Context: an optimization exercise on an open-source flow, tuned for small area, a short achievable clock period and few clock cycles per item. The choices shown serve that exercise and are no tape-out recipe.
At most, simulation tests tie the RTL to the original design; equivalence was not proved.
Function not checked in run 1: the RTL went through the layout flow alone.

## flow/design.v (module list and top-level ports; edited modules follow where they fit)
// module rgb_luma_range_compress_top: 2329 lines
module rgb_luma_range_compress_top (
  input  wire logic        clk,
  input  wire logic        rst_n,
  input  wire logic        in_tvalid,
  output logic             in_tready,
  input  wire logic [23:0] in_tdata,
  output logic             out_tvalid,
  input  wire logic        out_tready,
  output logic [23:0]      out_tdata
);
  // ...
==> flow/flow/run.sh <==
#!/bin/bash
# Own layout flow: the standard ORFS flow (standard.sh) with three synthesis changes.
#  1. Yosys's "synth -run fine:" runs with -noabc, so the full adders that the RTL writes
#     through its function fa() reach extract_fa as written.
#  2. extract_fa only looks at the cells made from fa() (selected by their source line),
#     so the carry-propagate adders and the rest stay plain logic for ABC.
#  3. Half-adder cells are don't-use (dontuse.txt: the platform's list plus
#     sky130_fd_sc_hd__ha_*), so only full adders are extracted.
# Registers, their names and their cell types are those of the standard synthesis.
# make's output goes to make.log here; ORFS writes each step's log under orfs/logs.
set -euo pipefail
W=$PWD
LINE=$(grep -n 'function automatic logic \[1:0\] fa(' design.v | head -1 | cut -d: -f1)
{
  echo 'proc synth {args} {'
  echo '  if {[lsearch -exact $args "fine:"] >= 0} {'
  echo '    yosys synth -nofsm -noshare -noabc {*}$args'
  echo '  } else {'
  echo '    yosys synth -nofsm -noshare {*}$args'
  echo '  }'
  echo '}'
  if [[ -n "$LINE" ]]; then
    echo "proc extract_fa {args} { yosys extract_fa {*}\$args a:src=*design.v:$LINE.* }"
  fi
  tail -n +2 synth_recipe.tcl
} > my_synth.tcl
sed -e "s#SYNTH_SCRIPT=[^ ]*#SYNTH_SCRIPT=$W/my_synth.tcl#" standard.sh > my_standard.sh
DU="$(cat flow/dontuse.txt)"
EXTRA=()
if [[ -f flow/extra.mk ]]; then
  while read -r line; do [[ -n "$line" ]] && EXTRA+=("$line"); done < flow/extra.mk
fi
bash my_standard.sh "DONT_USE_CELLS=$DU" "${EXTRA[@]}" finish > make.log 2>&1
==> flow/flow/dontuse.txt <==
sky130_fd_sc_hd__probe_p_8 sky130_fd_sc_hd__probec_p_8 sky130_fd_sc_hd__lpflow_bleeder_1 sky130_fd_sc_hd__lpflow_clkbufkapwr_1 sky130_fd_sc_hd__lpflow_clkbufkapwr_16 sky130_fd_sc_hd__lpflow_clkbufkapwr_2 sky130_fd_sc_hd__lpflow_clkbufkapwr_4 sky130_fd_sc_hd__lpflow_clkbufkapwr_8 sky130_fd_sc_hd__lpflow_clkinvkapwr_1 sky130_fd_sc_hd__lpflow_clkinvkapwr_16 sky130_fd_sc_hd__lpflow_clkinvkapwr_2 sky130_fd_sc_hd__lpflow_clkinvkapwr_4 sky130_fd_sc_hd__lpflow_clkinvkapwr_8 sky130_fd_sc_hd__lpflow_decapkapwr_12 sky130_fd_sc_hd__lpflow_decapkapwr_3 sky130_fd_sc_hd__lpflow_decapkapwr_4 sky130_fd_sc_hd__lpflow_decapkapwr_6 sky130_fd_sc_hd__lpflow_decapkapwr_8 sky130_fd_sc_hd__lpflow_inputiso0n_1 sky130_fd_sc_hd__lpflow_inputiso0p_1 sky130_fd_sc_hd__lpflow_inputiso1n_1 sky130_fd_sc_hd__lpflow_inputiso1p_1 sky130_fd_sc_hd__lpflow_inputisolatch_1 sky130_fd_sc_hd__lpflow_isobufsrc_1 sky130_fd_sc_hd__lpflow_isobufsrc_16 sky130_fd_sc_hd__lpflow_isobufsrc_2 sky130_fd_sc_hd__lpflow_isobufsrc_4 sky130_fd_sc_hd__lpflow_isobufsrc_8 sky130_fd_sc_hd__lpflow_isobufsrckapwr_16 sky130_fd_sc_hd__lpflow_lsbuf_lh_hl_isowell_tap_1 sky130_fd_sc_hd__lpflow_lsbuf_lh_hl_isowell_tap_2 sky130_fd_sc_hd__lpflow_lsbuf_lh_hl_isowell_tap_4 sky130_fd_sc_hd__lpflow_lsbuf_lh_isowell_4 sky130_fd_sc_hd__lpflow_lsbuf_lh_isowell_tap_1 sky130_fd_sc_hd__lpflow_lsbuf_lh_isowell_tap_2 sky130_fd_sc_hd__lpflow_lsbuf_lh_isowell_tap_4  sky130_fd_sc_hd__ha_1 sky130_fd_sc_hd__ha_2 sky130_fd_sc_hd__ha_4
==> flow/standard.sh <==
#!/bin/bash
# synth_recipe.tcl (not shown) runs the flow's synth.tcl, then flattens the netlist and writes it again
# the make line also repeats each setting of config.mk as NAME=value (left out here)
make -C /OpenROAD-flow-scripts/flow DESIGN_CONFIG=/design/flow/config.mk WORK_HOME=/design/flow/orfs CLKGATE_MAP_FILE= SYNTH_SCRIPT=/design/flow/synth_recipe.tcl "${@:-finish}"
==> flow/config.mk <==
export PLATFORM = sky130hd
export DESIGN_NAME = rgb_luma_range_compress_top
export DESIGN_NICKNAME = rgb_luma_range_compress_top
export VERILOG_FILES = /design/flow/design.v
export SDC_FILE = /design/flow/constraint.sdc
export NUM_CORES = 4
export LEC_CHECK = 0
export CAP_MARGIN = 20
export CORE_MARGIN = 2
export CORE_UTILIZATION = 40
export SLEW_MARGIN = 20
==> flow/constraint.sdc <==
create_clock -name core_clock -period 7.0 [get_ports {clk}]
set_input_delay 1.4000 -clock core_clock [delete_from_list [all_inputs] [get_ports {clk}]]
set_output_delay 1.4000 -clock core_clock [all_outputs]
set_load 0.01 [all_outputs]
==> results.yml, run 1 <==
final_layout:
  fill_cells: 2718
  final_nets: 1221
  seq_area_sq_um: 3920
  seq_cell_count: 132
  area.growth.synth_to_final_pct: 11.8
  nMultiInputCombCells: 726
  multi_input_area_share_pct: 56.6
place:
  pre_cts_slack_ns: 1.75
  gp_congestion: 0.848
  hpwl_um: 17400
  port_buffers: 53
floorplan:
  die_area_sq_um: 31500
  tapCellCount: 390
logic_synthesis:
  yosysWarningCount: 1
  netlist_area_sq_um: 12000
  synth_largest_area_cell: "fa_1"
  synth.distinct_cells: 64
  synth.most_common_cell: "fa_1"
  synthesis.nets: 1190
  synthFlopType: "edfxtp_1"
  synth.avg_cell_area_sq_um: 12.4
clocking:
  cts-resized-gates: 0
  cts-root-buf: "clkbuf_16"
  cts_setup_buffers: 0
  clk_latency_ns: 0.42
  cts_buffers: 17
timing:
  fmax_mhz: 177
  setup_tns_ns: 0
  min_period_ns: 5.66
  slew_headroom_pct: 38.6
drt:
  wl_um: 22800
  wl_met3_um: 760
setup_path:
  critPathCapture: "out_tdata[1]"
  cp_num_buf_inv: 1
global_routing:
  grt_util_met2_pct: 27.4
  grt_pass1_wl_um: 38300
run_status:
  status: "timing/DRC/antenna clean"
==> inputs of run 2 (changes only) <==
--- a/flow/design.v
+++ b/flow/design.v
@@ -1241,37 +1241,28 @@
   logic n1223;
   logic n1224;
   logic n1225;
   logic n1226;
   logic n1227;
   logic n1228;
   logic n1229;
   logic n1230;
-  logic n1231;
-  logic n1232;
-  logic n1233;
-  logic n1234;
-  logic n1235;
-  logic n1236;
-  logic n1237;
-  logic n1238;
-  logic n1239;
   logic [7:0] q_r;
   logic [7:0] q_g;
   logic [7:0] q_b;
   logic [7:0] q_y;
   logic [7:0] q_cb;
   logic [7:0] q_cr;
   logic [7:0] q_yl;
   logic [7:0] q_cb2;
   logic [7:0] q_cr2;
-  logic [19:0] q_c0;
-  logic [19:0] q_c8;
-  logic [20:0] q_c16;
+  logic [9:0] q_s0;
+  logic [9:0] q_s8;
+  logic [9:0] q_s16;
   logic [3:0] vld_r;
   logic       en;
   assign en         = out_tready | ~vld_r[3];
   assign in_tready  = en;
   assign out_tvalid = vld_r[3];
   always_ff @(posedge clk) begin
     if (!rst_n)
       vld_r <= '0;
@@ -1284,19 +1275,19 @@
       q_g <= {in_tdata[15], in_tdata[14], in_tdata[13], in_tdata[12], in_tdata[11], in_tdata[10], in_tdata[9], in_tdata[8]};
       q_b <= {in_tdata[23], in_tdata[22], in_tdata[21], in_tdata[20], in_tdata[19], in_tdata[18], in_tdata[17], in_tdata[16]};
       q_y <= {n158, n157, n156, n155, n154, n153, n152, n151};
       q_cb <= {n325, n324, n323, n322, n321, n320, n319, n318};
       q_cr <= {n495, n494, n493, n492, n491, n490, n489, n488};
       q_yl <= {n600, n599, n598, n597, n596, n595, n594, n593};
       q_cb2 <= {q_cb[7], q_cb[6], q_cb[5], q_cb[4], q_cb[3], q_cb[2], q_cb[1], q_cb[0]};
       q_cr2 <= {q_cr[7], q_cr[6], q_cr[5], q_cr[4], q_cr[3], q_cr[2], q_cr[1], q_cr[0]};
-      q_c0 <= {1'b0, 1'b0, n705, n704, n703, n702, n701, n700, n699, n698, n697, n696, n695, n694, n693, n692, n691, n690, n688, n742};
-      q_c8 <= {1'b0, 1'b0, n964, n963, n961, n960, n958, n957, n955, n954, n952, n951, n949, n948, n946, n945, n943, n942, n940, n1000};
-      q_c16 <= {1'b0, n1141, n1140, n1139, n1138, n1137, n1136, n1135, n1134, n1133, n1132, n1131, n1130, n1129, n1128, n1127, n1126, n1124, n1123, n1122, n1169};
+      q_s0 <= {n802, n801, n800, n799, n798, n797, n796, n795, n794, n793};
+      q_s8 <= {n1060, n1059, n1058, n1057, n1056, n1055, n1054, n1053, n1052, n1051};
+      q_s16 <= {n1222, n1221, n1220, n1219, n1218, n1217, n1216, n1215, n1214, n1213};
     end
   end
   assign n1 = q_r[1] ^ q_r[6];
   assign n2 = q_r[1] & q_r[6];
   assign n3 = q_r[3] ^ q_g[4];
   assign n4 = q_r[3] & q_g[4];
   assign {n6, n5} = fa(q_r[4], q_g[5], q_b[1]);
   assign {n8, n7} = fa(q_r[0], q_r[5], q_g[6]);
@@ -1874,108 +1865,108 @@
   assign n711 = n680 & ~n681;
   assign n712 = n680 ^ ~n681;
   assign n713 = n682 & n683;
   assign n714 = n682 ^ n683;
   assign n715 = n684 & n685;
   assign n716 = n684 ^ n685;
   assign n717 = n686 & n687;
   assign n718 = n686 ^ n687;
-  assign n719 = n707 & q_cr2[0];
-  assign n720 = n709 | (n710 & n677);
-  assign n721 = n710 & n708;
-  assign n722 = n713 | (n714 & n711);
-  assign n723 = n714 & n712;
-  assign n724 = n717 | (n718 & n715);
-  assign n725 = n718 & n716;
-  assign n726 = n720 | (n721 & n706);
-  assign n727 = n721 & n719;
-  assign n728 = n724 | (n725 & n722);
-  assign n729 = n725 & n723;
-  assign n730 = n728 | (n729 & n726);
-  assign n731 = n729 & n727;
-  assign n732 = n722 | (n723 & n726);
-  assign n733 = n723 & n727;
-  assign n734 = n677 | (n708 & n706);
-  assign n735 = n708 & n719;
-  assign n736 = n711 | (n712 & n726);
-  assign n737 = n712 & n727;
-  assign n738 = n715 | (n716 & n732);
-  assign n739 = n716 & n733;
-  assign n740 = 1'b0 & n730;
-  assign n741 = 1'b0 & n731;
-  assign n742 = 1'b0 ^ n730;
-  assign n743 = q_c0[0] & q_c0[0];
-  assign n744 = q_c0[0] ^ q_c0[0];
-  assign n745 = q_c0[1] & q_c0[2];
-  assign n746 = q_c0[1] ^ q_c0[2];
-  assign n747 = q_c0[3] & q_c0[4];
-  assign n748 = q_c0[3] ^ q_c0[4];
-  assign n749 = q_c0[5] & q_c0[6];
-  assign n750 = q_c0[5] ^ q_c0[6];
-  assign n751 = q_c0[7] & q_c0[8];
-  assign n752 = q_c0[7] ^ q_c0[8];
-  assign n753 = q_c0[9] & q_c0[10];
-  assign n754 = q_c0[9] ^ q_c0[10];
-  assign n755 = q_c0[11] & ~q_c0[12];
-  assign n756 = q_c0[11] ^ ~q_c0[12];
-  assign n757 = q_c0[13] & q_c0[14];
-  assign n758 = q_c0[13] ^ q_c0[14];
-  assign n759 = q_c0[15] & q_c0[16];
-  assign n760 = q_c0[15] ^ q_c0[16];
-  assign n761 = q_c0[17] & ~q_c0[18];
-  assign n762 = q_c0[17] ^ ~q_c0[18];
-  assign n763 = n745 | (n746 & n743);
-  assign n764 = n746 & n744;
-  assign n765 = n749 | (n750 & n747);
-  assign n766 = n750 & n748;
-  assign n767 = n753 | (n754 & n751);
-  assign n768 = n754 & n752;
-  assign n769 = n757 | (n758 & n755);
-  assign n770 = n758 & n756;
-  assign n771 = n761 | (n762 & n759);
-  assign n772 = n762 & n760;
-  assign n773 = n765 | (n766 & n763);
-  assign n774 = n766 & n764;
-  assign n775 = n769 | (n770 & n767);
-  assign n776 = n770 & n768;
-  assign n777 = n775 | (n776 & n773);
-  assign n778 = n776 & n774;
-  assign n779 = n767 | (n768 & n773);
-  assign n780 = n768 & n774;
-  assign n781 = n771 | (n772 & n777);
-  assign n782 = n772 & n778;
-  assign n783 = n747 | (n748 & n763);
-  assign n784 = n748 & n764;
-  assign n785 = n751 | (n752 & n773);
-  assign n786 = n752 & n774;
-  assign n787 = n755 | (n756 & n779);
-  assign n788 = n756 & n780;
-  assign n789 = n759 | (n760 & n777);
-  assign n790 = n760 & n778;
-  assign n791 = ~q_c0[19] & n781;
-  assign n792 = ~q_c0[19] & n782;
-  assign n793 = n746 ^ n743;
-  assign n794 = n748 ^ n763;
-  assign n795 = n750 ^ n783;
-  assign n796 = n752 ^ n773;
-  assign n797 = n754 ^ n785;
-  assign n798 = n756 ^ n779;
-  assign n799 = n758 ^ n787;
-  assign n800 = n760 ^ n777;
-  assign n801 = n762 ^ n789;
-  assign n802 = ~q_c0[19] ^ n781;
-  assign n803 = ~(n802) & ((n801) | (n793));
-  assign n804 = ~(n802) & ((n801) | (n794));
-  assign n805 = ~(n802) & ((n801) | (n795));
-  assign n806 = ~(n802) & ((n801) | (n796));
-  assign n807 = ~(n802) & ((n801) | (n797));
-  assign n808 = ~(n802) & ((n801) | (n798));
-  assign n809 = ~(n802) & ((n801) | (n799));
-  assign n810 = ~(n802) & ((n801) | (n800));
+  assign n719 = n688 & n690;
+  assign n720 = n688 ^ n690;
+  assign n721 = n691 & n692;
+  assign n722 = n691 ^ n692;
+  assign n723 = n693 & n694;
+  assign n724 = n693 ^ n694;
+  assign n725 = n695 & n696;
+  assign n726 = n695 ^ n696;
+  assign n727 = n697 & n698;
+  assign n728 = n697 ^ n698;
+  assign n729 = n699 & ~n700;
+  assign n730 = n699 ^ ~n700;
+  assign n731 = n701 & n702;
+  assign n732 = n701 ^ n702;
+  assign n733 = n703 & n704;
+  assign n734 = n703 ^ n704;
+  assign n735 = ~(n705);
+  assign n736 = n707 & q_cr2[0];
+  assign n737 = n709 | (n710 & n677);
+  assign n738 = n710 & n708;
+  assign n739 = n713 | (n714 & n711);
+  assign n740 = n714 & n712;
+  assign n741 = n717 | (n718 & n715);
+  assign n742 = n718 & n716;
+  assign n743 = n721 | (n722 & n719);
+  assign n744 = n722 & n720;
+  assign n745 = n725 | (n726 & n723);
+  assign n746 = n726 & n724;
+  assign n747 = n729 | (n730 & n727);
+  assign n748 = n730 & n728;
+  assign n749 = n733 | (n734 & n731);
+  assign n750 = n734 & n732;
+  assign n751 = 1'b1 & n705;
+  assign n752 = 1'b1 & n735;
+  assign n753 = n737 | (n738 & n706);
+  assign n754 = n738 & n736;
+  assign n755 = n741 | (n742 & n739);
+  assign n756 = n742 & n740;
+  assign n757 = n745 | (n746 & n743);
+  assign n758 = n746 & n744;
+  assign n759 = n749 | (n750 & n747);
+  assign n760 = n750 & n748;
+  assign n761 = n755 | (n756 & n753);
+  assign n762 = n756 & n754;
+  assign n763 = n759 | (n760 & n757);
+  assign n764 = n760 & n758;
+  assign n765 = n763 | (n764 & n761);
+  assign n766 = n764 & n762;
+  assign n767 = n757 | (n758 & n761);
+  assign n768 = n758 & n762;
+  assign n769 = n739 | (n740 & n753);
+  assign n770 = n740 & n754;
+  assign n771 = n743 | (n744 & n761);
+  assign n772 = n744 & n762;
+  assign n773 = n747 | (n748 & n767);
+  assign n774 = n748 & n768;
+  assign n775 = n751 | (n752 & n765);
+  assign n776 = n752 & n766;
+  assign n777 = n677 | (n708 & n706);
+  assign n778 = n708 & n736;
+  assign n779 = n711 | (n712 & n753);
+  assign n780 = n712 & n754;
+  assign n781 = n715 | (n716 & n769);
+  assign n782 = n716 & n770;
+  assign n783 = n719 | (n720 & n761);
+  assign n784 = n720 & n762;
+  assign n785 = n723 | (n724 & n771);
+  assign n786 = n724 & n772;
+  assign n787 = n727 | (n728 & n767);
+  assign n788 = n728 & n768;
+  assign n789 = n731 | (n732 & n773);
+  assign n790 = n732 & n774;
+  assign n791 = n705 | (n735 & n765);
+  assign n792 = n735 & n766;
+  assign n793 = n720 ^ n761;
+  assign n794 = n722 ^ n783;
+  assign n795 = n724 ^ n771;
+  assign n796 = n726 ^ n785;
+  assign n797 = n728 ^ n767;
+  assign n798 = n730 ^ n787;
+  assign n799 = n732 ^ n773;
+  assign n800 = n734 ^ n789;
+  assign n801 = n735 ^ n765;
+  assign n802 = 1'b1 ^ n791;
+  assign n803 = ~(q_s0[9]) & ((q_s0[8]) | (q_s0[0]));
+  assign n804 = ~(q_s0[9]) & ((q_s0[8]) | (q_s0[1]));
+  assign n805 = ~(q_s0[9]) & ((q_s0[8]) | (q_s0[2]));
+  assign n806 = ~(q_s0[9]) & ((q_s0[8]) | (q_s0[3]));
+  assign n807 = ~(q_s0[9]) & ((q_s0[8]) | (q_s0[4]));
+  assign n808 = ~(q_s0[9]) & ((q_s0[8]) | (q_s0[5]));
+  assign n809 = ~(q_s0[9]) & ((q_s0[8]) | (q_s0[6]));
+  assign n810 = ~(q_s0[9]) & ((q_s0[8]) | (q_s0[7]));
   assign n811 = q_yl[2] ^ q_yl[4];
   assign n812 = q_yl[2] & q_yl[4];
   assign {n814, n813} = fa(q_cb2[2], q_cb2[3], q_cb2[6]);
   assign n815 = q_yl[1] ^ q_yl[4];
   assign n816 = q_yl[1] & q_yl[4];
   assign n817 = q_yl[2] ^ q_yl[5];
   assign n818 = q_yl[2] & q_yl[5];
   assign {n820, n819} = fa(q_cb2[0], q_cb2[1], q_cb2[4]);
@@ -2081,108 +2072,108 @@
   assign n969 = n928 & ~n930;
   assign n970 = n928 ^ ~n930;
   assign n971 = ~n931 & n933;
   assign n972 = ~n931 ^ n933;
   assign n973 = n934 & n936;
   assign n974 = n934 ^ n936;
   assign n975 = n937 & ~n939;
   assign n976 = n937 ^ ~n939;
-  assign n977 = n965 & 1'b1;
-  assign n978 = n967 | (n968 & ~n924);
-  assign n979 = n968 & n966;
-  assign n980 = n971 | (n972 & n969);
-  assign n981 = n972 & n970;
-  assign n982 = n975 | (n976 & n973);
-  assign n983 = n976 & n974;
-  assign n984 = n978 | (n979 & q_yl[0]);
-  assign n985 = n979 & n977;
-  assign n986 = n982 | (n983 & n980);
-  assign n987 = n983 & n981;
-  assign n988 = n986 | (n987 & n984);
-  assign n989 = n987 & n985;
-  assign n990 = n980 | (n981 & n984);
-  assign n991 = n981 & n985;
-  assign n992 = ~n924 | (n966 & q_yl[0]);
-  assign n993 = n966 & n977;
-  assign n994 = n969 | (n970 & n984);
-  assign n995 = n970 & n985;
-  assign n996 = n973 | (n974 & n990);
-  assign n997 = n974 & n991;
-  assign n998 = 1'b0 & n988;
-  assign n999 = 1'b0 & n989;
-  assign n1000 = 1'b0 ^ n988;
-  assign n1001 = q_c8[0] & q_c8[0];
-  assign n1002 = q_c8[0] ^ q_c8[0];
-  assign n1003 = ~q_c8[1] & ~q_c8[2];
-  assign n1004 = ~q_c8[1] ^ ~q_c8[2];
-  assign n1005 = ~q_c8[3] & ~q_c8[4];
-  assign n1006 = ~q_c8[3] ^ ~q_c8[4];
-  assign n1007 = ~q_c8[5] & ~q_c8[6];
-  assign n1008 = ~q_c8[5] ^ ~q_c8[6];
-  assign n1009 = ~q_c8[7] & ~q_c8[8];
-  assign n1010 = ~q_c8[7] ^ ~q_c8[8];
-  assign n1011 = ~q_c8[9] & ~q_c8[10];
-  assign n1012 = ~q_c8[9] ^ ~q_c8[10];
-  assign n1013 = ~q_c8[11] & ~q_c8[12];
-  assign n1014 = ~q_c8[11] ^ ~q_c8[12];
-  assign n1015 = ~q_c8[13] & ~q_c8[14];
-  assign n1016 = ~q_c8[13] ^ ~q_c8[14];
-  assign n1017 = ~q_c8[15] & q_c8[16];
-  assign n1018 = ~q_c8[15] ^ q_c8[16];
-  assign n1019 = q_c8[17] & ~q_c8[18];
-  assign n1020 = q_c8[17] ^ ~q_c8[18];
-  assign n1021 = n1003 | (n1004 & n1001);
-  assign n1022 = n1004 & n1002;
-  assign n1023 = n1007 | (n1008 & n1005);
-  assign n1024 = n1008 & n1006;
-  assign n1025 = n1011 | (n1012 & n1009);
-  assign n1026 = n1012 & n1010;
-  assign n1027 = n1015 | (n1016 & n1013);
-  assign n1028 = n1016 & n1014;
-  assign n1029 = n1019 | (n1020 & n1017);
-  assign n1030 = n1020 & n1018;
-  assign n1031 = n1023 | (n1024 & n1021);
-  assign n1032 = n1024 & n1022;
-  assign n1033 = n1027 | (n1028 & n1025);
-  assign n1034 = n1028 & n1026;
-  assign n1035 = n1033 | (n1034 & n1031);
-  assign n1036 = n1034 & n1032;
-  assign n1037 = n1025 | (n1026 & n1031);
-  assign n1038 = n1026 & n1032;
-  assign n1039 = n1029 | (n1030 & n1035);
-  assign n1040 = n1030 & n1036;
-  assign n1041 = n1005 | (n1006 & n1021);
-  assign n1042 = n1006 & n1022;
-  assign n1043 = n1009 | (n1010 & n1031);
-  assign n1044 = n1010 & n1032;
-  assign n1045 = n1013 | (n1014 & n1037);
-  assign n1046 = n1014 & n1038;
-  assign n1047 = n1017 | (n1018 & n1035);
-  assign n1048 = n1018 & n1036;
-  assign n1049 = ~q_c8[19] & n1039;
-  assign n1050 = ~q_c8[19] & n1040;
-  assign n1051 = n1004 ^ n1001;
-  assign n1052 = n1006 ^ n1021;
-  assign n1053 = n1008 ^ n1041;
-  assign n1054 = n1010 ^ n1031;
-  assign n1055 = n1012 ^ n1043;
-  assign n1056 = n1014 ^ n1037;
-  assign n1057 = n1016 ^ n1045;
-  assign n1058 = n1018 ^ n1035;
-  assign n1059 = n1020 ^ n1047;
-  assign n1060 = ~q_c8[19] ^ n1039;
-  assign n1061 = ~(n1060) & ((n1059) | (n1051));
-  assign n1062 = ~(n1060) & ((n1059) | (n1052));
-  assign n1063 = ~(n1060) & ((n1059) | (n1053));
-  assign n1064 = ~(n1060) & ((n1059) | (n1054));
-  assign n1065 = ~(n1060) & ((n1059) | (n1055));
-  assign n1066 = ~(n1060) & ((n1059) | (n1056));
-  assign n1067 = ~(n1060) & ((n1059) | (n1057));
-  assign n1068 = ~(n1060) & ((n1059) | (n1058));
+  assign n977 = ~n940 & ~n942;
+  assign n978 = ~n940 ^ ~n942;
+  assign n979 = ~n943 & ~n945;
+  assign n980 = ~n943 ^ ~n945;
+  assign n981 = ~n946 & ~n948;
+  assign n982 = ~n946 ^ ~n948;
+  assign n983 = ~n949 & ~n951;
+  assign n984 = ~n949 ^ ~n951;
+  assign n985 = ~n952 & ~n954;
+  assign n986 = ~n952 ^ ~n954;
+  assign n987 = ~n955 & ~n957;
+  assign n988 = ~n955 ^ ~n957;
+  assign n989 = ~n958 & ~n960;
+  assign n990 = ~n958 ^ ~n960;
+  assign n991 = ~n961 & n963;
+  assign n992 = ~n961 ^ n963;
+  assign n993 = ~(n964);
+  assign n994 = n965 & 1'b1;
+  assign n995 = n967 | (n968 & ~n924);
+  assign n996 = n968 & n966;
+  assign n997 = n971 | (n972 & n969);
+  assign n998 = n972 & n970;
+  assign n999 = n975 | (n976 & n973);
+  assign n1000 = n976 & n974;
+  assign n1001 = n979 | (n980 & n977);
+  assign n1002 = n980 & n978;
+  assign n1003 = n983 | (n984 & n981);
+  assign n1004 = n984 & n982;
+  assign n1005 = n987 | (n988 & n985);
+  assign n1006 = n988 & n986;
+  assign n1007 = n991 | (n992 & n989);
+  assign n1008 = n992 & n990;
+  assign n1009 = 1'b1 & n964;
+  assign n1010 = 1'b1 & n993;
+  assign n1011 = n995 | (n996 & q_yl[0]);
+  assign n1012 = n996 & n994;
+  assign n1013 = n999 | (n1000 & n997);
+  assign n1014 = n1000 & n998;
+  assign n1015 = n1003 | (n1004 & n1001);
+  assign n1016 = n1004 & n1002;
+  assign n1017 = n1007 | (n1008 & n1005);
+  assign n1018 = n1008 & n1006;
+  assign n1019 = n1013 | (n1014 & n1011);
+  assign n1020 = n1014 & n1012;
+  assign n1021 = n1017 | (n1018 & n1015);
+  assign n1022 = n1018 & n1016;
+  assign n1023 = n1021 | (n1022 & n1019);
+  assign n1024 = n1022 & n1020;
+  assign n1025 = n1015 | (n1016 & n1019);
+  assign n1026 = n1016 & n1020;
+  assign n1027 = n997 | (n998 & n1011);
+  assign n1028 = n998 & n1012;
+  assign n1029 = n1001 | (n1002 & n1019);
+  assign n1030 = n1002 & n1020;
+  assign n1031 = n1005 | (n1006 & n1025);
+  assign n1032 = n1006 & n1026;
+  assign n1033 = n1009 | (n1010 & n1023);
+  assign n1034 = n1010 & n1024;
+  assign n1035 = ~n924 | (n966 & q_yl[0]);
+  assign n1036 = n966 & n994;
+  assign n1037 = n969 | (n970 & n1011);
+  assign n1038 = n970 & n1012;
+  assign n1039 = n973 | (n974 & n1027);
+  assign n1040 = n974 & n1028;
+  assign n1041 = n977 | (n978 & n1019);
+  assign n1042 = n978 & n1020;
+  assign n1043 = n981 | (n982 & n1029);
+  assign n1044 = n982 & n1030;
+  assign n1045 = n985 | (n986 & n1025);
+  assign n1046 = n986 & n1026;
+  assign n1047 = n989 | (n990 & n1031);
+  assign n1048 = n990 & n1032;
+  assign n1049 = n964 | (n993 & n1023);
+  assign n1050 = n993 & n1024;
+  assign n1051 = n978 ^ n1019;
+  assign n1052 = n980 ^ n1041;
+  assign n1053 = n982 ^ n1029;
+  assign n1054 = n984 ^ n1043;
+  assign n1055 = n986 ^ n1025;
+  assign n1056 = n988 ^ n1045;
+  assign n1057 = n990 ^ n1031;
+  assign n1058 = n992 ^ n1047;
+  assign n1059 = n993 ^ n1023;
+  assign n1060 = 1'b1 ^ n1049;
+  assign n1061 = ~(q_s8[9]) & ((q_s8[8]) | (q_s8[0]));
+  assign n1062 = ~(q_s8[9]) & ((q_s8[8]) | (q_s8[1]));
+  assign n1063 = ~(q_s8[9]) & ((q_s8[8]) | (q_s8[2]));
+  assign n1064 = ~(q_s8[9]) & ((q_s8[8]) | (q_s8[3]));
+  assign n1065 = ~(q_s8[9]) & ((q_s8[8]) | (q_s8[4]));
+  assign n1066 = ~(q_s8[9]) & ((q_s8[8]) | (q_s8[5]));
+  assign n1067 = ~(q_s8[9]) & ((q_s8[8]) | (q_s8[6]));
+  assign n1068 = ~(q_s8[9]) & ((q_s8[8]) | (q_s8[7]));
   assign n1069 = q_yl[0] ^ q_yl[2];
   assign n1070 = q_yl[0] & q_yl[2];
   assign n1071 = q_yl[1] ^ q_yl[3];
   assign n1072 = q_yl[1] & q_yl[3];
   assign n1073 = q_yl[2] ^ q_yl[4];
   assign n1074 = q_yl[2] & q_yl[4];
   assign {n1076, n1075} = fa(q_yl[0], q_yl[3], q_yl[5]);
   assign n1077 = q_yl[7] ^ q_cb2[6];
@@ -2241,97 +2232,88 @@
   assign n1146 = n1114 & n1115;
   assign n1147 = n1114 ^ n1115;
   assign n1148 = n1116 & ~n1117;
   assign n1149 = n1116 ^ ~n1117;
   assign n1150 = n1118 & n1119;
   assign n1151 = n1118 ^ n1119;
   assign n1152 = n1120 & n1121;
   assign n1153 = n1120 ^ n1121;
-  assign n1154 = n1113 | (n1145 & n1143);
-  assign n1155 = n1145 & n1144;
-  assign n1156 = n1148 | (n1149 & n1146);
-  assign n1157 = n1149 & n1147;
-  assign n1158 = n1152 | (n1153 & n1150);
-  assign n1159 = n1153 & n1151;
-  assign n1160 = n1154 | (n1155 & q_yl[0]);
-  assign n1161 = n1158 | (n1159 & n1156);
-  assign n1162 = n1159 & n1157;
-  assign n1163 = n1161 | (n1162 & n1160);
-  assign n1164 = n1156 | (n1157 & n1160);
-  assign n1165 = n1143 | (n1144 & q_yl[0]);
-  assign n1166 = n1146 | (n1147 & n1160);
-  assign n1167 = n1150 | (n1151 & n1164);
-  assign n1168 = 1'b0 & n1163;
-  assign n1169 = 1'b0 ^ n1163;
-  assign n1170 = q_c16[0] & q_c16[0];
-  assign n1171 = q_c16[0] ^ q_c16[0];
-  assign n1172 = q_c16[1] & ~q_c16[2];
-  assign n1173 = q_c16[1] ^ ~q_c16[2];
-  assign n1174 = q_c16[3] & q_c16[4];
-  assign n1175 = q_c16[3] ^ q_c16[4];
-  assign n1176 = q_c16[5] & q_c16[6];
-  assign n1177 = q_c16[5] ^ q_c16[6];
-  assign n1178 = q_c16[7] & ~q_c16[8];
-  assign n1179 = q_c16[7] ^ ~q_c16[8];
-  assign n1180 = q_c16[9] & q_c16[10];
-  assign n1181 = q_c16[9] ^ q_c16[10];
-  assign n1182 = q_c16[11] & ~q_c16[12];
-  assign n1183 = q_c16[11] ^ ~q_c16[12];
-  assign n1184 = q_c16[13] & ~q_c16[14];
-  assign n1185 = q_c16[13] ^ ~q_c16[14];
-  assign n1186 = q_c16[15] & ~q_c16[16];
-  assign n1187 = q_c16[15] ^ ~q_c16[16];
-  assign n1188 = q_c16[17] & q_c16[18];
-  assign n1189 = q_c16[17] ^ q_c16[18];
-  assign n1190 = q_c16[19] & ~q_c16[20];
-  assign n1191 = q_c16[19] ^ ~q_c16[20];
-  assign n1192 = n1172 | (n1173 & n1170);
-  assign n1193 = n1173 & n1171;
-  assign n1194 = n1176 | (n1177 & n1174);
-  assign n1195 = n1177 & n1175;
-  assign n1196 = n1180 | (n1181 & n1178);
-  assign n1197 = n1181 & n1179;
-  assign n1198 = n1184 | (n1185 & n1182);
-  assign n1199 = n1185 & n1183;
-  assign n1200 = n1188 | (n1189 & n1186);
-  assign n1201 = n1189 & n1187;
-  assign n1202 = n1194 | (n1195 & n1192);
-  assign n1203 = n1195 & n1193;
-  assign n1204 = n1198 | (n1199 & n1196);
-  assign n1205 = n1199 & n1197;
-  assign n1206 = n1204 | (n1205 & n1202);
-  assign n1207 = n1205 & n1203;
-  assign n1208 = n1196 | (n1197 & n1202);
-  assign n1209 = n1197 & n1203;
-  assign n1210 = n1200 | (n1201 & n1206);
-  assign n1211 = n1201 & n1207;
-  assign n1212 = n1174 | (n1175 & n1192);
-  assign n1213 = n1175 & n1193;
-  assign n1214 = n1178 | (n1179 & n1202);
-  assign n1215 = n1179 & n1203;
-  assign n1216 = n1182 | (n1183 & n1208);
-  assign n1217 = n1183 & n1209;
-  assign n1218 = n1186 | (n1187 & n1206);
-  assign n1219 = n1187 & n1207;
-  assign n1220 = n1190 | (n1191 & n1210);
-  assign n1221 = n1191 & n1211;
-  assign n1222 = n1173 ^ n1170;
-  assign n1223 = n1175 ^ n1192;
-  assign n1224 = n1177 ^ n1212;
-  assign n1225 = n1179 ^ n1202;
-  assign n1226 = n1181 ^ n1214;
-  assign n1227 = n1183 ^ n1208;
-  assign n1228 = n1185 ^ n1216;
-  assign n1229 = n1187 ^ n1206;
-  assign n1230 = n1189 ^ n1218;
-  assign n1231 = n1191 ^ n1210;
-  assign n1232 = ~(n1231) & ((n1230) | (n1222));
-  assign n1233 = ~(n1231) & ((n1230) | (n1223));
-  assign n1234 = ~(n1231) & ((n1230) | (n1224));
-  assign n1235 = ~(n1231) & ((n1230) | (n1225));
-  assign n1236 = ~(n1231) & ((n1230) | (n1226));
-  assign n1237 = ~(n1231) & ((n1230) | (n1227));
-  assign n1238 = ~(n1231) & ((n1230) | (n1228));
-  assign n1239 = ~(n1231) & ((n1230) | (n1229));
-  assign out_tdata = {n1239, n1238, n1237, n1236, n1235, n1234, n1233, n1232, n1068, n1067, n1066, n1065, n1064, n1063, n1062, n1061, n810, n809, n808, n807, n806, n805, n804, n803};
+  assign n1154 = n1122 & ~n1123;
+  assign n1155 = n1122 ^ ~n1123;
+  assign n1156 = n1124 & n1126;
+  assign n1157 = n1124 ^ n1126;
+  assign n1158 = n1127 & n1128;
+  assign n1159 = n1127 ^ n1128;
+  assign n1160 = n1129 & ~n1130;
+  assign n1161 = n1129 ^ ~n1130;
+  assign n1162 = n1131 & n1132;
+  assign n1163 = n1131 ^ n1132;
+  assign n1164 = n1133 & ~n1134;
+  assign n1165 = n1133 ^ ~n1134;
+  assign n1166 = n1135 & ~n1136;
+  assign n1167 = n1135 ^ ~n1136;
+  assign n1168 = n1137 & ~n1138;
+  assign n1169 = n1137 ^ ~n1138;
+  assign n1170 = n1139 & n1140;
+  assign n1171 = n1139 ^ n1140;
+  assign n1172 = ~(n1141);
+  assign n1173 = n1113 | (n1145 & n1143);
+  assign n1174 = n1145 & n1144;
+  assign n1175 = n1148 | (n1149 & n1146);
+  assign n1176 = n1149 & n1147;
+  assign n1177 = n1152 | (n1153 & n1150);
+  assign n1178 = n1153 & n1151;
+  assign n1179 = n1156 | (n1157 & n1154);
+  assign n1180 = n1157 & n1155;
+  assign n1181 = n1160 | (n1161 & n1158);
+  assign n1182 = n1161 & n1159;
+  assign n1183 = n1164 | (n1165 & n1162);
+  assign n1184 = n1165 & n1163;
+  assign n1185 = n1168 | (n1169 & n1166);
+  assign n1186 = n1169 & n1167;
+  assign n1187 = n1141 | (n1172 & n1170);
+  assign n1188 = n1172 & n1171;
+  assign n1189 = n1173 | (n1174 & q_yl[0]);
+  assign n1190 = n1177 | (n1178 & n1175);
+  assign n1191 = n1178 & n1176;
+  assign n1192 = n1181 | (n1182 & n1179);
+  assign n1193 = n1182 & n1180;
+  assign n1194 = n1185 | (n1186 & n1183);
+  assign n1195 = n1186 & n1184;
+  assign n1196 = n1190 | (n1191 & n1189);
+  assign n1197 = n1194 | (n1195 & n1192);
+  assign n1198 = n1195 & n1193;
+  assign n1199 = n1197 | (n1198 & n1196);
+  assign n1200 = n1192 | (n1193 & n1196);
+  assign n1201 = n1175 | (n1176 & n1189);
+  assign n1202 = n1179 | (n1180 & n1196);
+  assign n1203 = n1183 | (n1184 & n1200);
+  assign n1204 = n1187 | (n1188 & n1199);
+  assign n1205 = n1143 | (n1144 & q_yl[0]);
+  assign n1206 = n1146 | (n1147 & n1189);
+  assign n1207 = n1150 | (n1151 & n1201);
+  assign n1208 = n1154 | (n1155 & n1196);
+  assign n1209 = n1158 | (n1159 & n1202);
+  assign n1210 = n1162 | (n1163 & n1200);
+  assign n1211 = n1166 | (n1167 & n1203);
+  assign n1212 = n1170 | (n1171 & n1199);
+  assign n1213 = n1155 ^ n1196;
+  assign n1214 = n1157 ^ n1208;
+  assign n1215 = n1159 ^ n1202;
+  assign n1216 = n1161 ^ n1209;
+  assign n1217 = n1163 ^ n1200;
+  assign n1218 = n1165 ^ n1210;
+  assign n1219 = n1167 ^ n1203;
+  assign n1220 = n1169 ^ n1211;
+  assign n1221 = n1171 ^ n1199;
+  assign n1222 = n1172 ^ n1212;
+  assign n1223 = ~(q_s16[9]) & ((q_s16[8]) | (q_s16[0]));
+  assign n1224 = ~(q_s16[9]) & ((q_s16[8]) | (q_s16[1]));
+  assign n1225 = ~(q_s16[9]) & ((q_s16[8]) | (q_s16[2]));
+  assign n1226 = ~(q_s16[9]) & ((q_s16[8]) | (q_s16[3]));
+  assign n1227 = ~(q_s16[9]) & ((q_s16[8]) | (q_s16[4]));
+  assign n1228 = ~(q_s16[9]) & ((q_s16[8]) | (q_s16[5]));
+  assign n1229 = ~(q_s16[9]) & ((q_s16[8]) | (q_s16[6]));
+  assign n1230 = ~(q_s16[9]) & ((q_s16[8]) | (q_s16[7]));
+  assign out_tdata = {n1230, n1229, n1228, n1227, n1226, n1225, n1224, n1223, n1068, n1067, n1066, n1065, n1064, n1063, n1062, n1061, n810, n809, n808, n807, n806, n805, n804, n803};
 endmodule
 `default_nettype wire
==> flow/flow/run.sh (replaced) <==
#!/bin/bash
# Own layout flow: the standard ORFS flow (standard.sh) with three synthesis changes.
#  1. Yosys's "synth -run fine:" runs with -noabc, so the full adders that the RTL writes
#     through its function fa() reach extract_fa as written.
#  2. extract_fa only looks at the cells made from fa() (selected by their source line),
#     so the carry-propagate adders and the rest stay plain logic for ABC.
#  3. If flow/abc.script exists, ABC maps the logic with it instead of ORFS's script.
#  4. Half-adder cells are don't-use (dontuse.txt: the platform's list plus
#     sky130_fd_sc_hd__ha_*), so only full adders are extracted.
# Registers, their names and their cell types are those of the standard synthesis.
# make's output goes to make.log here; ORFS writes each step's log under orfs/logs.
set -euo pipefail
W=$PWD
LINE=$(grep -n 'function automatic logic \[1:0\] fa(' design.v | head -1 | cut -d: -f1)
{
  echo 'proc synth {args} {'
  echo '  if {[lsearch -exact $args "fine:"] >= 0} {'
  echo '    yosys synth -nofsm -noshare -noabc {*}$args'
  echo '  } else {'
  echo '    yosys synth -nofsm -noshare {*}$args'
  echo '  }'
  echo '}'
  if [[ -n "$LINE" ]]; then
    echo "proc extract_fa {args} { yosys extract_fa {*}\$args a:src=*design.v:$LINE.* }"
  fi
  if [[ -f flow/abc.script ]]; then
    # ABC runs flow/abc.script in place of the ORFS script (same arguments otherwise)
    echo "proc abc {args} { set i [lsearch -exact \$args -script]; if {\$i >= 0} { lset args [expr {\$i+1}] $W/flow/abc.script }; yosys abc {*}\$args }"
  fi
  tail -n +2 synth_recipe.tcl
} > my_synth.tcl
sed -e "s#SYNTH_SCRIPT=[^ ]*#SYNTH_SCRIPT=$W/my_synth.tcl#" standard.sh > my_standard.sh
DU="$(cat flow/dontuse.txt)"
EXTRA=()
if [[ -f flow/extra.mk ]]; then
  while read -r line; do [[ -n "$line" ]] && EXTRA+=("$line"); done < flow/extra.mk
fi
bash my_standard.sh "DONT_USE_CELLS=$DU" "${EXTRA[@]}" finish > make.log 2>&1
==> flow/flow/abc.script (new file) <==
&get -n
&st
&dch
&nf
&put
buffer -c
topo
stime -c
upsize -c
dnsize -c
--- a/flow/config.mk
+++ b/flow/config.mk
@@ -3,9 +3,10 @@
 export DESIGN_NICKNAME = rgb_luma_range_compress_top
 export VERILOG_FILES = /design/flow/design.v
 export SDC_FILE = /design/flow/constraint.sdc
 export NUM_CORES = 4
 export LEC_CHECK = 0
 export CAP_MARGIN = 20
 export CORE_MARGIN = 2
 export CORE_UTILIZATION = 40
+export SETUP_SLACK_MARGIN = 3.0
 export SLEW_MARGIN = 20
==> run 2 against run 1 <==
  * Fmax rose by 29%
  * Area after synthesis fell by 7.7%
  * Critical path depth rose by 1
  * Wire length rose by 6.5%
  * Register-to-register slack improved by 0.82 ns
  * Synthesized cell count rose by 2.7%
  * Clock skew rose by 0.0029 ns
  * Critical path type is now flop to flop
  * Critical endpoint is now q_s8[6]
==> results.yml, run 2 <==
final_layout:
  antenna_cells: 0
  top_regs: "q_s0 x10, q_s16 x10, q_s8 x10"
  layout_common_cells: "fa_1, nor2_1, buf_4"
  area.growth.synth_to_final_pct: 23.8
  final_nets: 1370
  layout-drive-gt1-share_pct: 24.2
  layout_commonest_cell: "fa_1"
  fill_cells: 2469
logic_synthesis:
  synthAdderAreaFrac_pct: 35.7
  netlist_area_sq_um: 11100
  syn_inst: 994
  synth_xor_area_share_pct: 11.0
  synth.most_common_cell: "fa_1"
  synth.distinct_cells: 59
  yosysTopAreaCellShare_pct: 34.9
  synth_top_family_by_area: "adder cells"
  synth_common_cells: "fa_1, nor2_1, edfxtp_1"
  yosys.area_share.simple_pct: 13.1
  yosys-top-cells-area: "fa_1, edfxtp_1, xnor2_1"
  synth.avg_cell_area_sq_um: 11.2
  muxShareOfSynthArea_pct: 0
  synthFlopType: "edfxtp_1"
  async_flop_share_pct: 0
  synth_compound_area_share_pct: 7.74
  synthesis.nets: 1216
  synth_edf_count: 102
  yosysWarningCount: 1
  ys_seq_elements: 106
  synth_largest_area_cell: "fa_1"
  seq_area_frac_synth_pct: 28.3
timing:
  worst_pin_slew_ns: 0.882
  slew_viol_final: 0
  rsz0062_at_grt: "true"
  skew_ns: 0.0159
  setup_slack_ns: 2.63
  post-route-period-util_pct: 62.5
  finalHoldViolations: 0
  finalSetupViolCount: 0
  slew_headroom_pct: 41.2
  setup_tns_ns: 0
  min_period_ns: 4.37
  fmax_mhz: 229
clocking:
  clk_latency_ns: 0.36
  cts-root-buf: "clkbuf_16"
  clock_path_buffers: 2
  cts_tree: "yes"
  postCtsHoldBufs: 0
  clkTransAtPathRegs_ns: 0.08
  cts_htree_levels: 3
  cts_sinks: 106
  cts_buffers: 9
min_path:
  hp-class: "flop to flop"
drt:
  wl_um: 24300
  vias_per_cell: 4.91
  drc: 0
  dr.pass1.iters: 4
  drtIter0Drc: 399
  via_count: 7523
  wire_per_inst_um: 15.9
  ant_nets: 0
setup_path:
  path_cells: "fa_2 > fa_2 > fa_2 > fa_2 > fa_2 > nor2_2 > a21oi_2 > o221ai_2 > a21oi_2 > o221ai_4 > buf_4 > xnor2_1"
  cp.required_ns: 7.12
  cp-end-kind: "flop"
  crit_type: "flop to flop"
  path_common_cell: "fa_2"
  crit_path_max_fanout: 3
  worstSetupStartpointType: "flop"
  critical_path.slowest_cell: "fa_2"
  crit_arrival_ns: 4.50
  cpPeakStageDelay_ns: 0.63
global_routing:
  antenna_found_initial: 0
  grt_remaining_overflow: 0
  grt_pass1_vias: 7926
  grtUsageTotal_pct: 17.8
  grt_pass1_wl_um: 39800
  grt_max_degree: 71
floorplan:
  initial_core_util_pct: 40.3
  dieWidth_um: 171
  ios: 54
  fp-row-count: 61
  die-height_um: 171
  core_sq_um: 27600
  die_area_sq_um: 29100
place:
  hpwl_um: 16800
  port_buffers: 53
  gp_congestion: 0.817
  pre_cts_slack_ns: 2.16
run:
  cap_violations: 0
run_status:
  status: "timing/DRC/antenna clean"
==> run 2: path summary, 6_finish.rpt <==
| path | startpoint | endpoint | slack [ns] | depth (start not counted) |
|---|---|---|---|---|
| worst min-delay path | q_cr[7] | q_cr2[7] | 0.41 | 0 |
| worst min register to register | q_cr[7] | q_cr2[7] | 0.41 | 0 |
| worst max register to register | q_cb2[2] | q_s8[6] | 2.63 | 12 |
| worst max-delay path | q_cb2[2] | q_s8[6] | 2.63 | 12 |
==> run 2: per-stage QoR <==
stage / cells / hold WS (ns) / utilization [%] / area, sq um
floorplan: 994 / 0.400 / - / 11300
detailed placement: 1384 / 0.405 / 43.6 / 12000
global placement: 1384 / 0.401 / 43.6 / 12000
CTS: 1494 / 0.412 / 47.8 / 13200
global route: 1531 / 0.420 / 50.0 / 13800
finish: 1531 / 0.413 / 50.0 / 13800
==> run 2: logic make-up (layout without fill, tap and decap cells) <==
kind of cell | after synthesis | in the layout
simple gates | 323 | 323
fa+ha+maj | 203 | 203
xor+xnor | 139 | 139
compound gates | 129 | 129
flops | 106 | 106
buf+inv | 94 | 253
==> run 2: cell type report <==
class,instances,area [sq um],share of cell area [%]
Multi-Input combinational cell,794,8080,58.7
Sequential cell,106,3140,22.8
Timing Repair Buffer,184,1570,11.4
Tap cell,378,473,3.44
Clock buffer,10,229,1.66
Inverter,52,199,1.45
Clock inverter,6,65.1,0.473
Timing Repair inverter,1,5.00,0.0364
==> run 2: what timing repair did <==
action / 4_1_cts / 5_1_grt
buffers inserted: 93 / 37
setup endpoints to repair: 39 / 40
pin swaps: 51 / 53
gates resized for setup: 44 / 68
cloned: 1 / 0
==> run 2: worst max-delay path, delay by kind of cell, from the launching register on <==
| kind | cells | cell delay [ns] |
|---|---|---|
| compound gates | 4 | 0.62 |
| fa+ha+maj | 5 | 2.68 |
| buf+inv | 1 | 0.16 |
| flops | 1 | 0.52 |
| simple gates | 1 | 0.08 |
| xor+xnor | 1 | 0.11 |
==> run 2: metal layers <==
metal	vias to the layer above	GRT usage (%)	wire, um
met5	-	0	0
met4	0	6.06	655
met3	40	2.80	965
met2	158	30.8	12300
met1	3773	22.8	10400
li1	3552	-	-
Testbench counts of run 2, summed over its fixed seeds: cycles 16,032, items 16,000.
==> inputs of run 3 (changes only) <==
--- a/flow/config.mk
+++ b/flow/config.mk
@@ -8,5 +8,5 @@
 export CAP_MARGIN = 20
 export CORE_MARGIN = 2
 export CORE_UTILIZATION = 40
-export SETUP_SLACK_MARGIN = 3.0
+export SETUP_SLACK_MARGIN = 2.0
 export SLEW_MARGIN = 20
==> run 3 against run 2 <==
  * Still clean
  * First-iteration DRC count shrank 15%
  * Synthesized cell count stayed put
  * Die area did not move
  * Flip-flop and latch count unchanged
  * Register-to-register slack got worse by 0.29 ns
  * Worst setup slack got worse by 0.29 ns
  * Clock skew decreased by 0.0087 ns
  * Wire length down 11%
  * Cell count is 7.9% lower
  * Worst hold slack better by 0.0034 ns
  * Critical endpoint is now q_cr[7]
==> results.yml, run 3 <==
setup_path:
  r2r_end: "q_cr[7]"
  cp.required_ns: 7.10
  reg2reg_setup_slack_ns: 2.33
  crit_arrival_ns: 4.76
  worst-r2r-cell-count: 12
  r2r_start: "q_g[1]"
  worstSetupStartpointType: "flop"
  cp-end-kind: "flop"
  crit_path_max_fanout: 10
  crit_type: "flop to flop"
logic_synthesis:
  synthFlopType: "edfxtp_1"
  synth.most_common_cell: "fa_1"
  yosys-top-cells-area: "fa_1, edfxtp_1, xnor2_1"
  yosysTopAreaCellShare_pct: 34.9
  ys_seq_elements: 106
  synth_edf_count: 102
  synthesis.nets: 1216
  synth_common_cells: "fa_1, nor2_1, edfxtp_1"
  seq_area_frac_synth_pct: 28.3
  async_flop_share_pct: 0
  synth.avg_cell_area_sq_um: 11.2
  synth.distinct_cells: 59
  yosysWarningCount: 1
  synth_largest_area_cell: "fa_1"
  syn_inst: 994
  netlist_area_sq_um: 11100
floorplan:
  dieWidth_um: 171
  fp-row-count: 61
  die-height_um: 171
  ios: 54
  die_area_sq_um: 29100
  core_sq_um: 27600
  initial_core_util_pct: 40.3
timing:
  finalSetupViolCount: 0
  post-route-period-util_pct: 66.7
  finalHoldViolations: 0
  fmax_mhz: 214
  slew_headroom_pct: 39.5
  setup_tns_ns: 0
  hold_ws_ns: 0.417
  rsz0062_at_grt: "false"
  skew_ns: 0.00712
  slew_viol_final: 0
  min_period_ns: 4.67
  worst_pin_slew_ns: 0.907
  setup_slack_ns: 2.33
drt:
  dr.pass1.iters: 4
  drtIter0Drc: 340
  vias_per_cell: 4.88
  ant_nets: 0
  drc: 0
  wire_per_inst_um: 15.3
  wl_um: 21600
  via_count: 6885
min_path:
  hold_end: "q_cb2[6]"
  hp-class: "flop to flop"
  min-delay-start: "q_cb[6]"
  holdPathStages: 0
place:
  place_area_sq_um: 11900
  pre_cts_slack_ns: 2.21
  gp_congestion: 0.830
  hpwl_um: 17200
  port_buffers: 53
final_layout:
  area.growth.synth_to_final_pct: 10.1
  final_nets: 1249
  layout_commonest_cell: "fa_1"
  layout_common_cells: "fa_1, nor2_1, edfxtp_1"
  top_regs: "q_s0 x10, q_s16 x10, q_s8 x10"
  layout-drive-gt1-share_pct: 5.04
  final_area_sq_um: 12200
  antenna_cells: 0
global_routing:
  grtUsageTotal_pct: 16.3
  grt_pass1_vias: 7323
  grt_max_degree: 72
  antenna_found_initial: 0
  grt_pass1_wl_um: 36600
  grt_remaining_overflow: 0
clocking:
  cts_sinks: 106
  cts_htree_levels: 3
  cts_buffers: 9
  cts-root-buf: "clkbuf_16"
  clkTransAtPathRegs_ns: 0.07
  clk_latency_ns: 0.35
  clock_path_buffers: 2
  cts_tree: "yes"
run:
  cap_violations: 0
run_status:
  status: "timing/DRC/antenna clean"
==> run 3: cell counts after synthesis <==
Identical to the previous run, type by type.
==> run 3: area by class of cell <==
cell class	instances	area, sq um
clock buffer	10	229
clock inverter	6	55.1
fill	2619	15300
inverter	52	198
multi-input combinational	794	7520
sequential	106	3140
tap	378	473
timing repair buffer	64	613
==> run 3: per-layer routing <==
metal | vias to the layer above | global-route usage (%) | routed length (um)
li1 | 3307 | - | -
met1 | 3416 | 19.8 | 9080
met2 | 131 | 29.3 | 11100
met3 | 31 | 2.96 | 902
met4 | 0 | 5.02 | 425
met5 | - | 0 | 0
==> run 3: critical path: stages, from the launching register on <==
cell	delay, ns
edfxtp_1	0.74
fa_1	0.54
fa_1	0.44
fa_1	0.60
fa_1	0.46
xnor2_1	0.20
nand2_1	0.09
o21ai_0	0.10
a221oi_1	0.32
o21ai_2	0.13
a221o_1	0.35
a32o_1	0.27
xor2_1	0.15
==> run 3: per-stage QoR <==
stage,utilization (%),std cells
finish,44.4,1410
global route,44.4,1410
CTS,44.1,1400
detailed placement,43.1,1384
global placement,43.1,1384
floorplan,-,994
==> run 3: cell families after synthesis <==
logic type	synth area share, %
AND/OR/NAND/NOR	13.1
AO/OA/AOI/OAI	7.74
flip-flops	28.3
buffers and inverters	4.14
XOR/XNOR	11.0
adder cells (fa/ha/maj)	35.7
==> run 3: repair_timing <==
| item | CTS | global route |
|---|---|---|
| setup buffers | 0 | 10 |
| endpoints found under the setup margin | 0 | 4 |
| resized for setup | 0 | 3 |
| hold buffers | 0 | 0 |
==> run 3: worst max path at each step <==
stage               slack (ns)   endpoint  cells after the start       start
finish                    2.33    q_cr[7]                     12      q_g[1]
global route              2.06    q_cr[7]                     12      q_g[1]
CTS                       2.21    q_s8[8]                     13    q_cb2[2]
detailed placement        2.21    q_s8[8]                     13    q_cb2[2]
global placement          2.34    q_s8[8]                     13    q_cb2[2]
floorplan                 2.05  in_tready                      2  out_tready
==> inputs of run 4 (changes only) <==
--- a/flow/config.mk
+++ b/flow/config.mk
@@ -8,5 +8,4 @@
 export CAP_MARGIN = 20
 export CORE_MARGIN = 2
 export CORE_UTILIZATION = 40
-export SETUP_SLACK_MARGIN = 2.0
 export SLEW_MARGIN = 20
==> run 4 against run 3 <==
  * Area after synthesis unchanged
  * Synthesized cell count unchanged
  * Cell count down 0.71%
  * Global-route usage unchanged
  * Count of clock-buffer cells in the layout unchanged
==> results.yml, run 4 <==
run_status:
  status: "timing/DRC/antenna clean"
clocking:
  clkTransAtPathRegs_ns: 0.08
  cts_tree: "yes"
  cts_sinks: 106
  cts_buffers: 9
  cts-resized-gates: 0
  clock_path_buffers: 2
  cts_htree_levels: 3
  cts-root-buf: "clkbuf_16"
  postCtsHoldBufs: 0
  clk_latency_ns: 0.35
  cts_setup_buffers: 0
logic_synthesis:
  async_flop_share_pct: 0
  synthesis.nets: 1216
  seq_area_frac_synth_pct: 28.3
  ys_seq_elements: 106
  netlist_area_sq_um: 11100
  syn_inst: 994
  synth.most_common_cell: "fa_1"
  synth_largest_area_cell: "fa_1"
  synth_common_cells: "fa_1, nor2_1, edfxtp_1"
  yosysTopAreaCellShare_pct: 34.9
  yosys-top-cells-area: "fa_1, edfxtp_1, xnor2_1"
  synthFlopType: "edfxtp_1"
  synth.avg_cell_area_sq_um: 11.2
  synth.distinct_cells: 59
  yosysWarningCount: 1
  synth_edf_count: 102
drt:
  drtIter0Drc: 321
  ant_nets: 0
  vias_per_cell: 4.90
  wl_met3_um: 867
  wl_met2_um: 11100
  via_count: 6853
  wl_um: 21500
  wire_per_inst_um: 15.3
  dr.pass1.iters: 4
  wl_met1_um: 9100
  drc: 0
  highest_layer: "met4"
place:
  gp_congestion: 0.830
  hpwl_um: 17200
  place_area_sq_um: 11900
  port_buffers: 53
timing:
  fmax_mhz: 210
  skew_ns: 0.00534
  finalSetupViolCount: 0
  post-route-period-util_pct: 68.2
  min_period_ns: 4.77
  slew_headroom_pct: 39.2
  worst_pin_slew_ns: 0.912
  finalHoldViolations: 0
  rsz0062_at_grt: "false"
  slew_viol_final: 0
  setup_tns_ns: 0
global_routing:
  grtUsageTotal_pct: 16.3
  grt_pass1_vias: 7323
  grt_max_degree: 72
  grt_pass1_wl_um: 36600
  grt_remaining_overflow: 0
  antenna_found_initial: 0
setup_path:
  cp.required_ns: 7.10
  crit_family: "adder cells"
  crit_type: "flop to flop"
  crit_arrival_ns: 4.87
  path_cells: "fa_1 > fa_1 > fa_1 > fa_1 > fa_1 > and2_1 > nor2_1 > a21oi_1 > o221ai_1 > a21oi_1 > o221ai_1 > a21oi_1 > xor2_1"
  critical_path.slowest_cell: "fa_1"
  cp-end-kind: "flop"
  cp_num_buf_inv: 0
  worstSetupStartpointType: "flop"
  path_common_cell: "fa_1"
  crit_path_max_fanout: 5
  cpPeakStageDelay_ns: 0.57
floorplan:
  ios: 54
  die_area_sq_um: 29100
  initial_core_util_pct: 40.3
  core_sq_um: 27600
  fp-row-count: 61
  die-height_um: 171
  dieWidth_um: 171
final_layout:
  layout-drive-gt1-share_pct: 3.82
  fill_cells: 2624
  layout_commonest_cell: "fa_1"
  final_nets: 1239
  layout_common_cells: "fa_1, nor2_1, edfxtp_1"
  multi_input_area_sq_um: 7510
  seq_area_sq_um: 3140
  area.growth.synth_to_final_pct: 9.29
  top_regs: "q_s0 x10, q_s16 x10, q_s8 x10"
  antenna_cells: 0
  final_area_sq_um: 12100
run:
  cap_violations: 0
min_path:
  hp-class: "flop to flop"
run 4: layout make-up:
cell class              instances  area share, %
well taps                     378           3.89
clock inverters                 6          0.453
multi-input cells             794           61.8
repair buffers                 54           4.43
flip-flops and latches        106           25.9
inverters                      52           1.63
clock buffers                  10           1.88
run 4: worst paths after layout:
check        slack (ns)       end  cells after the start  startpoint
min                0.42  q_cb2[6]                      0     q_cb[6]
max                2.23   q_s8[8]                     13    q_cb2[2]
min reg2reg        0.42  q_cb2[6]                      0     q_cb[6]
max reg2reg        2.23   q_s8[8]                     13    q_cb2[2]
run 4: metrics by stage:
| step | hold WS [ns] | instances | util [%] | setup slack, ns |
|---|---|---|---|---|
| 2_1_floorplan | 0.400 | 994 | - | 2.05 |
| 6_report | 0.417 | 1400 | 44.1 | 2.23 |
| 3_3_place_gp | 0.401 | 1384 | 43.1 | 2.34 |
| 5_1_grt | 0.423 | 1400 | 44.1 | 1.78 |
| 3_5_place_dp | 0.405 | 1384 | 43.1 | 2.21 |
| 4_1_cts | 0.418 | 1400 | 44.1 | 2.21 |
run 4: worst register-to-register path, cell delays in order (launching register included):
cell,delay (ns)
edfxtp_1,0.54
fa_1,0.55
fa_1,0.46
fa_1,0.57
fa_1,0.44
fa_1,0.53
and2_1,0.15
nor2_1,0.08
a21oi_1,0.17
o221ai_1,0.12
a21oi_1,0.33
o221ai_1,0.25
a21oi_1,0.25
xor2_1,0.09
run 4: cell families (layout without fill, tap and decap cells):
| kind of cell | Yosys count | in the layout | synth area share (%) |
|---|---|---|---|
| XOR/XNOR | 139 | 139 | 11.0 |
| adder cells (fa/ha/maj) | 203 | 203 | 35.7 |
| buffers and inverters | 94 | 122 | 4.14 |
| AND/OR/NAND/NOR | 323 | 323 | 13.1 |
| AO/OA/AOI/OAI | 129 | 129 | 7.74 |
| flip-flops | 106 | 106 | 28.3 |
run 4: metal layers:
layer  up-vias  global-route usage (%)
li1       3285                       -
met1      3415                    19.8
met2       123                    29.3
met3        30                    2.96
met4         0                    5.02
met5         -                       0
==> inputs of run 5 (changes only) <==
==> flow/flow/extra.mk (new file) <==
BUFFER_PORTS_ARGS=-buffer_cell sky130_fd_sc_hd__buf_1
==> run 5 against run 4 <==
  * Critical path depth stayed put
  * Worst setup slack better by 0.017 ns
  * First-iteration DRC count is 21% lower
  * Core utilization is 1.0 points lower
  * Sequential share of layout area is 0.62 points higher
  * Count of clock-buffer cells in the layout is 1 lower
  * Die area stayed put
  * Area after synthesis stayed put
  * Critical endpoint unchanged
  * Highest routed layer unchanged
==> results.yml, run 5 <==
clocking:
  cts_htree_levels: 3
  clk_latency_ns: 0.36
  cts_sinks: 106
  postCtsHoldBufs: 0
  cts_tree: "yes"
  cts_setup_buffers: 0
  cts-root-buf: "clkbuf_16"
  clkTransAtPathRegs_ns: 0.08
  cts-resized-gates: 0
  clock_path_buffers: 2
  cts_buffers: 9
setup_path:
  crit_arrival_ns: 4.86
  r2r_start: "q_cb2[2]"
  cp.required_ns: 7.10
  crit_family: "adder cells"
  cp-end-kind: "flop"
  critical_path.slowest_cell: "fa_1"
  path_common_cell: "fa_1"
  worstSetupStartpointType: "flop"
  crit_start: "q_cb2[2]"
  path_cells: "fa_1 > fa_1 > fa_1 > fa_1 > fa_1 > and2_1 > nor2_1 > a21oi_1 > o221ai_1 > a21oi_1 > o221ai_1 > a21oi_1 > xor2_1"
  crit_path_max_fanout: 5
  cpPeakStageDelay_ns: 0.58
  cp_num_buf_inv: 0
  crit_type: "flop to flop"
logic_synthesis:
  synth.avg_cell_area_sq_um: 11.2
  seq_area_frac_synth_pct: 28.3
  synth_largest_area_cell: "fa_1"
  syn_inst: 994
  yosysTopAreaCellShare_pct: 34.9
  synth_edf_count: 102
  yosysWarningCount: 1
  ys_seq_elements: 106
  netlist_area_sq_um: 11100
  synth_common_cells: "fa_1, nor2_1, edfxtp_1"
  yosys-top-cells-area: "fa_1, edfxtp_1, xnor2_1"
  async_flop_share_pct: 0
  synth.most_common_cell: "fa_1"
  synthesis.nets: 1216
  synthFlopType: "edfxtp_1"
  synth.distinct_cells: 59
timing:
  fmax_mhz: 210
  slew_headroom_pct: 43.5
  post-route-period-util_pct: 67.9
  min_period_ns: 4.75
  finalHoldViolations: 0
  setup_tns_ns: 0
  rsz0062_at_grt: "false"
  finalSetupViolCount: 0
  slew_viol_final: 0
  worst_pin_slew_ns: 0.848
  skew_ns: 0.00882
final_layout:
  fin_util_pct: 43.1
  layout-drive-gt1-share_pct: 4.21
  antenna_cells: 0
  final_nets: 1239
  area.growth.synth_to_final_pct: 6.74
  seq_area_sq_um: 3140
  multi_input_area_sq_um: 7510
  fill_cells: 2570
  layout_common_cells: "fa_1, nor2_1, edfxtp_1"
  top_regs: "q_s0 x10, q_s16 x10, q_s8 x10"
  layout_commonest_cell: "fa_1"
place:
  gp_congestion: 0.845
  hpwl_um: 16900
  port_buffers: 53
run:
  cap_violations: 0
global_routing:
  grt_remaining_overflow: 0
  grtUsageTotal_pct: 15.8
  grt_pass1_wl_um: 35500
  antenna_found_initial: 0
  grt_max_degree: 68
  grt_pass1_vias: 7151
floorplan:
  dieWidth_um: 171
  ios: 54
  core_sq_um: 27600
  die_area_sq_um: 29100
  initial_core_util_pct: 40.3
  fp-row-count: 61
  die-height_um: 171
drt:
  dr.pass1.iters: 4
  drc: 0
  vias_per_cell: 4.88
  wire_per_inst_um: 15.1
  ant_nets: 0
  wl_um: 21100
  drtIter0Drc: 252
  via_count: 6833
min_path:
  hp-class: "flop to flop"
  min-delay-start: "q_cb[3]"
run_status:
  status: "timing/DRC/antenna clean"
run 5: logic make-up after synthesis:
family                   Yosys count  synth area share [%]
XOR/XNOR                         139                  11.0
flip-flops                       106                  28.3
buffers and inverters             94                  4.14
AO/OA/AOI/OAI                    129                  7.74
AND/OR/NAND/NOR                  323                  13.1
adder cells (fa/ha/maj)          203                  35.7
run 5: layout make-up:
class	instances	area share, %
Clock buffer	9	1.90
Clock inverter	7	0.907
Inverter	52	1.67
Multi-Input combinational cell	794	63.3
Sequential cell	106	26.5
Tap cell	378	3.99
Timing Repair Buffer	54	1.74
run 5: worst paths after layout:
| check | to | slack [ns] | cells past startpoint |
|---|---|---|---|
| worst min register to register | q_cb2[3] | 0.42 | 0 |
| worst max register to register | q_s8[8] | 2.25 | 13 |
| worst max-delay path | q_s8[8] | 2.25 | 13 |
| worst min-delay path | q_cb2[3] | 0.42 | 0 |
run 5: metrics by stage:
stage	cells	setup slack, ns	area [sq um]	hold WS (ns)
after floorplan	994	2.05	11100	0.400
after detailed placement	1384	2.22	11500	0.405
after global routing	1400	1.92	11900	0.429
after CTS	1400	2.20	11900	0.425
final	1400	2.25	11900	0.424
after global placement	1384	2.32	11500	0.402
run 5: worst reg2reg max path, delay by kind of cell, from the launching register on:
| kind | cells | cell delay (ns) |
|---|---|---|
| AOI/OAI and AO/OA | 5 | 1.04 |
| xor gates and xnor gates | 1 | 0.09 |
| adders and majority gates | 5 | 2.59 |
| DFF | 1 | 0.55 |
| and+or+nand+nor | 2 | 0.22 |
run 5: routing by layer:
metal  vias up  wire length (um)  GRT usage [%]  share of wire, %
li1       3299                 -              -                 -
met1      3374              9170           20.0                43
met2       129             10700           28.2                51
met3        31               787           2.38               3.7
met4         0               462           4.83               2.2
met5         -                 0              0                 0

re-timing with driven ports:
No port has a modelled driver above. Below, the same layouts with a new extraction and two added sets of constraints.
Step 1: set_driving_cell puts a clkbuf_16 on clk and a buf_2 on each other input, an assumption about the parent block.
Step 2 moves the port delays by t, midway between the first and last clock arrival at a register: inputs arrive t later, outputs are due t later. That takes back most of the time a late clock gives input paths.
Slacks: ideal ports / drivers / drivers and shift; pairs: ideal ports / drivers.
run	t, ns	setup WS [ns]	hold WS [ns]	worst register clock-pin slew, ns	pins driven straight from the clock port
run 1	0.458	1.344 / 1.301 / 1.758	0.416 / 0.416 / 0.416	0.07 / 0.07	1
run 2	0.395	2.625 / 2.625 / 2.625	0.413 / 0.413 / 0.413	0.08 / 0.08	1
run 3	0.398	2.333 / 2.333 / 2.333	0.417 / 0.417 / 0.417	0.08 / 0.08	1
run 4	0.396	2.229 / 2.229 / 2.229	0.417 / 0.417 / 0.417	0.08 / 0.08	1
run 5	0.401	2.246 / 2.246 / 2.246	0.424 / 0.423 / 0.423	0.08 / 0.08	1
After both steps every run listed still meets setup and hold.
